Background: an optimization exercise with open tools, aiming at small area, a short achievable clock period and few clock cycles. Do not read the settings as production practice.
Only simulation tests tie the RTL to the original design; equivalence was not proved.
No activity file was given, so power comes from the tool's default toggle rates.

==> flow/design.v (excerpt) <==
module laser_dot_centroid_ranger (
    input  logic                 i_clk,
    input  logic                 i_rst_n,
    input  logic                 s_axis_tvalid,
    output logic                 s_axis_tready,
    input  logic [47:0]          s_axis_tdata,
    input  logic                 s_axis_tlast,
    output logic                 m_axis_tvalid,
    input  logic                 m_axis_tready,
    output logic [55:0]          m_axis_tdata,
    output logic [1:0]           m_axis_tuser,
    input  logic                 i_cfg_we,
    input  logic [2:0]           i_cfg_idx,
    input  logic [COEF_W-1:0]    i_cfg_data
);
    logic [LEFT_W-1:0] r_left;
    logic [CROP_W-1:0] r_width, r_rows;
    logic [COEF_W-1:0] r_off, r_slope, r_shift;
    always_ff @(posedge i_clk) begin
        if (!i_rst_n) begin
            r_left  <= LEFT_W'(224);
            r_width <= CROP_W'(192);
            r_rows  <= CROP_W'(479);
            r_off   <= '0;
            r_slope <= '0;
            r_shift <= '0;
        end else if (i_cfg_we) begin
            case (i_cfg_idx)
                3'd0: r_left  <= i_cfg_data[LEFT_W-1:0];
                3'd1: r_width <= i_cfg_data[CROP_W-1:0];
                3'd2: r_rows  <= i_cfg_data[CROP_W-1:0];
                3'd3: r_off   <= i_cfg_data;
                3'd4: r_slope <= i_cfg_data;
                3'd5: r_shift <= i_cfg_data;
                default: ;
            endcase
        end
    end
    logic             pix_acc, hit, last2, last3, free, snap, pend, done;
    logic [COL_W-1:0] col;
    logic [ROW_W-1:0] row;
    assign pix_acc = s_axis_tvalid && s_axis_tready;
    ldcr_ctrl u_ctrl (
        .i_clk      (i_clk),
        .i_rst_n    (i_rst_n),
  ...
Size in the first run: ~420 flip-flops, ~0.028 sq mm of cells after synthesis.
clock: 9.0 ns
lec_check: 0
abc_area: 1
cap_margin: 20
core_margin: 2
core_utilization: 40
cts_buf_list: sky130_fd_sc_hd__clkbuf_8
cts_cluster_diameter: 50
cts_cluster_size: 16
setup_slack_margin: 5
slew_margin: 20
synth_memory_max_bits: 16384
tns_end_percent: 100
run.sh (not shown) runs the stock make flow with config.mk's settings and CLKGATE_MAP_FILE= SYNTH_SCRIPT=/design/flow/synth_recipe.tcl, a recipe that flattens the netlist after the stock synthesis.
The first run completed with no timing, DRC or antenna violations.
Testbench counts at the start, summed over its fixed seeds: cycles 43,134.
Next try:
- CORE_UTILIZATION: 40 -> 60
- CTS_BUF_LIST: sky130_fd_sc_hd__clkbuf_8 -> default
- CTS_CLUSTER_DIAMETER: 50 -> default
- CTS_CLUSTER_SIZE: 16 -> default
- PLACE_DENSITY: default -> 0.75
Result: The new run went through all stages and came out clean; routed wire length barely changes; total power went up by 2.1%; hold slack barely changes; design area went down by about 0.7%.

========
laser_dot_centroid_ranger again, from the RTL that the note above started with.
clock: 9.0 ns
lec_check: 0
abc_area: 1
cap_margin: 20
core_margin: 2
core_utilization: 60
cts_buf_list: sky130_fd_sc_hd__clkbuf_8
cts_cluster_diameter: 50
cts_cluster_size: 16
place_density: 0.75
setup_slack_margin: 5
slew_margin: 20
synth_memory_max_bits: 16384
tns_end_percent: 100
The baseline went through all stages and came out clean.
Testbench counts at the start, summed over its fixed seeds: cycles 43,134.
Edit:
- CORE_UTILIZATION: 60 -> 40
- CTS_BUF_LIST: sky130_fd_sc_hd__clkbuf_8 -> not set
- CTS_CLUSTER_DIAMETER: 50 -> not set
- CTS_CLUSTER_SIZE: 16 -> not set
- PLACE_DENSITY: 0.75 -> not set
What happened: The new run produced a clean layout. Synthesized area is unchanged. Critical path depth falls by 1. Global-route usage falls by 14 points. Via count falls by 4.0%.
Edit:
- CTS_BUF_LIST: not set -> sky130_fd_sc_hd__clkbuf_8
- CTS_CLUSTER_DIAMETER: not set -> 50
- CTS_CLUSTER_SIZE: not set -> 20
Outcome:
- wire length goes down by 0.46%
- synthesized area stays the same
- final area drops by 0.50%
- die area does not change
- core utilization went down by 0.23 points
- synthesized cell count does not change
- combinational power is higher by about 1%
- count of clock-buffer cells in the layout does not change
- total power shrinks by 3.9%
- global-route usage decreases by 0.18 points
Edit:
- CTS_CLUSTER_DIAMETER: 50 -> 60
Sequential share of layout area climbs by 0.53 points.
Total power drops by roughly a tenth.
Maximum frequency climbs slightly.
Edit:
- CTS_CLUSTER_DIAMETER: 60 -> 50
- CTS_CLUSTER_SIZE: 20 -> 16
- TNS_END_PERCENT: 100 -> 0
- area after synthesis is unchanged
- clock-buffer cell count rises by 18
- power climbs by 10%
- clock skew goes up by 0.0045 ns
- setup slack got worse by 0.14 ns
- wire length barely changes

========
Starting RTL as in the previous note.
// laser_dot_centroid_ranger
module laser_dot_centroid_ranger (
    input  logic                 i_clk,
    input  logic                 i_rst_n,
    input  logic                 s_axis_tvalid,
    output logic                 s_axis_tready,
    input  logic [47:0]          s_axis_tdata,
    input  logic                 s_axis_tlast,
    output logic                 m_axis_tvalid,
    input  logic                 m_axis_tready,
    output logic [55:0]          m_axis_tdata,
    output logic [1:0]           m_axis_tuser,
    input  logic                 i_cfg_we,
    input  logic [2:0]           i_cfg_idx,
    input  logic [COEF_W-1:0]    i_cfg_data
);
    logic [LEFT_W-1:0] r_left;
    logic [CROP_W-1:0] r_width, r_rows;
    logic [COEF_W-1:0] r_off, r_slope, r_shift;
    always_ff @(posedge i_clk) begin
        if (!i_rst_n) begin
            r_left  <= LEFT_W'(224);
            r_width <= CROP_W'(192);
            r_rows  <= CROP_W'(479);
            r_off   <= '0;
            r_slope <= '0;
            r_shift <= '0;
        end else if (i_cfg_we) begin
            case (i_cfg_idx)
                3'd0: r_left  <= i_cfg_data[LEFT_W-1:0];
                3'd1: r_width <= i_cfg_data[CROP_W-1:0];
                3'd2: r_rows  <= i_cfg_data[CROP_W-1:0];
                3'd3: r_off   <= i_cfg_data;
                3'd4: r_slope <= i_cfg_data;
                3'd5: r_shift <= i_cfg_data;
                default: ;
            endcase
        end
    end
    logic             pix_acc, hit, last2, last3, free, snap, pend, done;
    logic [COL_W-1:0] col;
    logic [ROW_W-1:0] row;
    assign pix_acc = s_axis_tvalid && s_axis_tready;
    ldcr_ctrl u_ctrl (
        .i_clk      (i_clk),
        .i_rst_n    (i_rst_n),
        .i_s_tvalid (s_axis_tvalid),
        .i_s_tlast  (s_axis_tlast),
        .i_l1       (last2),
        .i_l2       (last3),
        .i_l3       (done),
        .i_pend     (pend),
        .i_free     (free),
        .i_snap     (snap),
        .o_s_tready (s_axis_tready)
    );
    ldcr_pix u_pix (
        .i_clk   (i_clk),
        .i_rst_n (i_rst_n),
        .i_vld   (pix_acc),
        .i_last  (s_axis_tlast),
        .i_data  (s_axis_tdata),
  ...
==> flow/config.mk <==
export PLATFORM = sky130hd
export DESIGN_NAME = laser_dot_centroid_ranger
export DESIGN_NICKNAME = laser_dot_centroid_ranger
export VERILOG_FILES = /design/flow/design.v
export SDC_FILE = /design/flow/constraint.sdc
export NUM_CORES = 4
export LEC_CHECK = 0
export CAP_MARGIN = 20
export CORE_MARGIN = 2
export CORE_UTILIZATION = 40
export CTS_BUF_LIST = sky130_fd_sc_hd__clkbuf_8
export CTS_CLUSTER_DIAMETER = 50
export CTS_CLUSTER_SIZE = 16
export SETUP_SLACK_MARGIN = 5
export SLEW_MARGIN = 20
export SYNTH_MEMORY_MAX_BITS = 16384
export TNS_END_PERCENT = 100
==> flow/constraint.sdc <==
create_clock -name core_clock -period 9.0 [get_ports {i_clk}]
set_input_delay 1.8000 -clock core_clock [delete_from_list [all_inputs] [get_ports {i_clk}]]
set_output_delay 1.8000 -clock core_clock [all_outputs]
set_load 0.01 [all_outputs]
Testbench counts at the start, summed over its fixed seeds: cycles 43,134.
Next try:
Settings changed: ABC_AREA set to 1, CORE_UTILIZATION 40 to 50.
=> The changed run finished clean; die area is lower by 16%; fmax came out higher by 7.2%; area after synthesis increases by 5.1%; non-clock buffer count falls by 49; total power rises by 5.2%; via count went up by 16%; clock power came out higher by about 4%; core utilization increases by 9.9 points.
Next try:
==> flow/flow/run.sh (new file) <==
#!/bin/bash
set -euo pipefail
bash standard.sh SETUP_SLACK_MARGIN=5.5 finish > flow_standard.log 2>&1
==> flow/standard.sh (new file) <==
#!/bin/bash
# synth_recipe.tcl (not shown) runs the flow's synth.tcl, then flattens the netlist and writes it again
# the make line also repeats each setting of config.mk as NAME=value (left out here)
make -C /OpenROAD-flow-scripts/flow DESIGN_CONFIG=/design/flow/config.mk WORK_HOME=/design/flow/orfs CLKGATE_MAP_FILE= SYNTH_SCRIPT=/design/flow/synth_recipe.tcl "${@:-finish}"
Settings changed: CORE_UTILIZATION 50 to 40, CTS_BUF_LIST sky130_fd_sc_hd__clkbuf_8 to unset, CTS_CLUSTER_DIAMETER 50 to unset, CTS_CLUSTER_SIZE 16 to unset.
removed: flow/run.sh
Outcome: Area after synthesis does not change. Non-clock buffer count rises by 157. Clock power rose by 24%. Total power increases by 11%. Setup slack improved by 0.13 ns.

==> static timing again, ports no longer ideal <==
The results above use ideal ports. As a check the final layouts listed here were re-extracted and re-timed, cells and wires unchanged.
Step 1: set_driving_cell puts a clkbuf_16 on i_clk and a buf_2 on each other input, an assumption about the parent block.
Step 2 adds t to the input delays and takes it off the output delays; t is the mean of the earliest and latest rising clock arrival at the registers after step 1. Input paths then give back, and output paths get back, about the clock's delay inside the block.
Slacks: no drivers / after step 1 / after step 2; pairs: no drivers / after step 1.
run	shift t [ns]	slack for setup (ns)	clock arrival spread, ns	worst data-port slew with drivers (ns)	pins driven straight from the clock port
the first run of note 1	0.760	5.135 / 5.135 / 4.428	0.050 / 0.050	0.06	1
the second run of note 1	0.649	4.984 / 4.984 / 4.478	0.025 / 0.025	0.05	1
the first run of note 2	0.726	5.099 / 5.099 / 4.502	0.062 / 0.062	0.06	1
the second run of note 2	0.667	5.106 / 5.106 / 4.531	0.041 / 0.041	0.07	1
the third run of note 2	0.762	5.108 / 5.108 / 4.466	0.052 / 0.051	0.07	1
the fourth run of note 2	0.730	5.120 / 5.120 / 4.438	0.035 / 0.035	0.07	1
the fifth run of note 2	0.756	4.978 / 4.978 / 4.345	0.045 / 0.045	0.07	1
the first run of note 3	0.743	4.884 / 4.884 / 4.380	0.064 / 0.064	0.11	1
the second run of note 3	0.764	5.160 / 5.160 / 4.451	0.054 / 0.053	0.06	1
the third run of note 3	0.681	5.292 / 5.296 / 4.631	0.039 / 0.039	0.07	1
After both steps setup and hold are still met in every run listed. The setup slack of the second run of note 3, which loses most, moves by 0.000 ns with the drivers and by -0.709 ns with both steps.
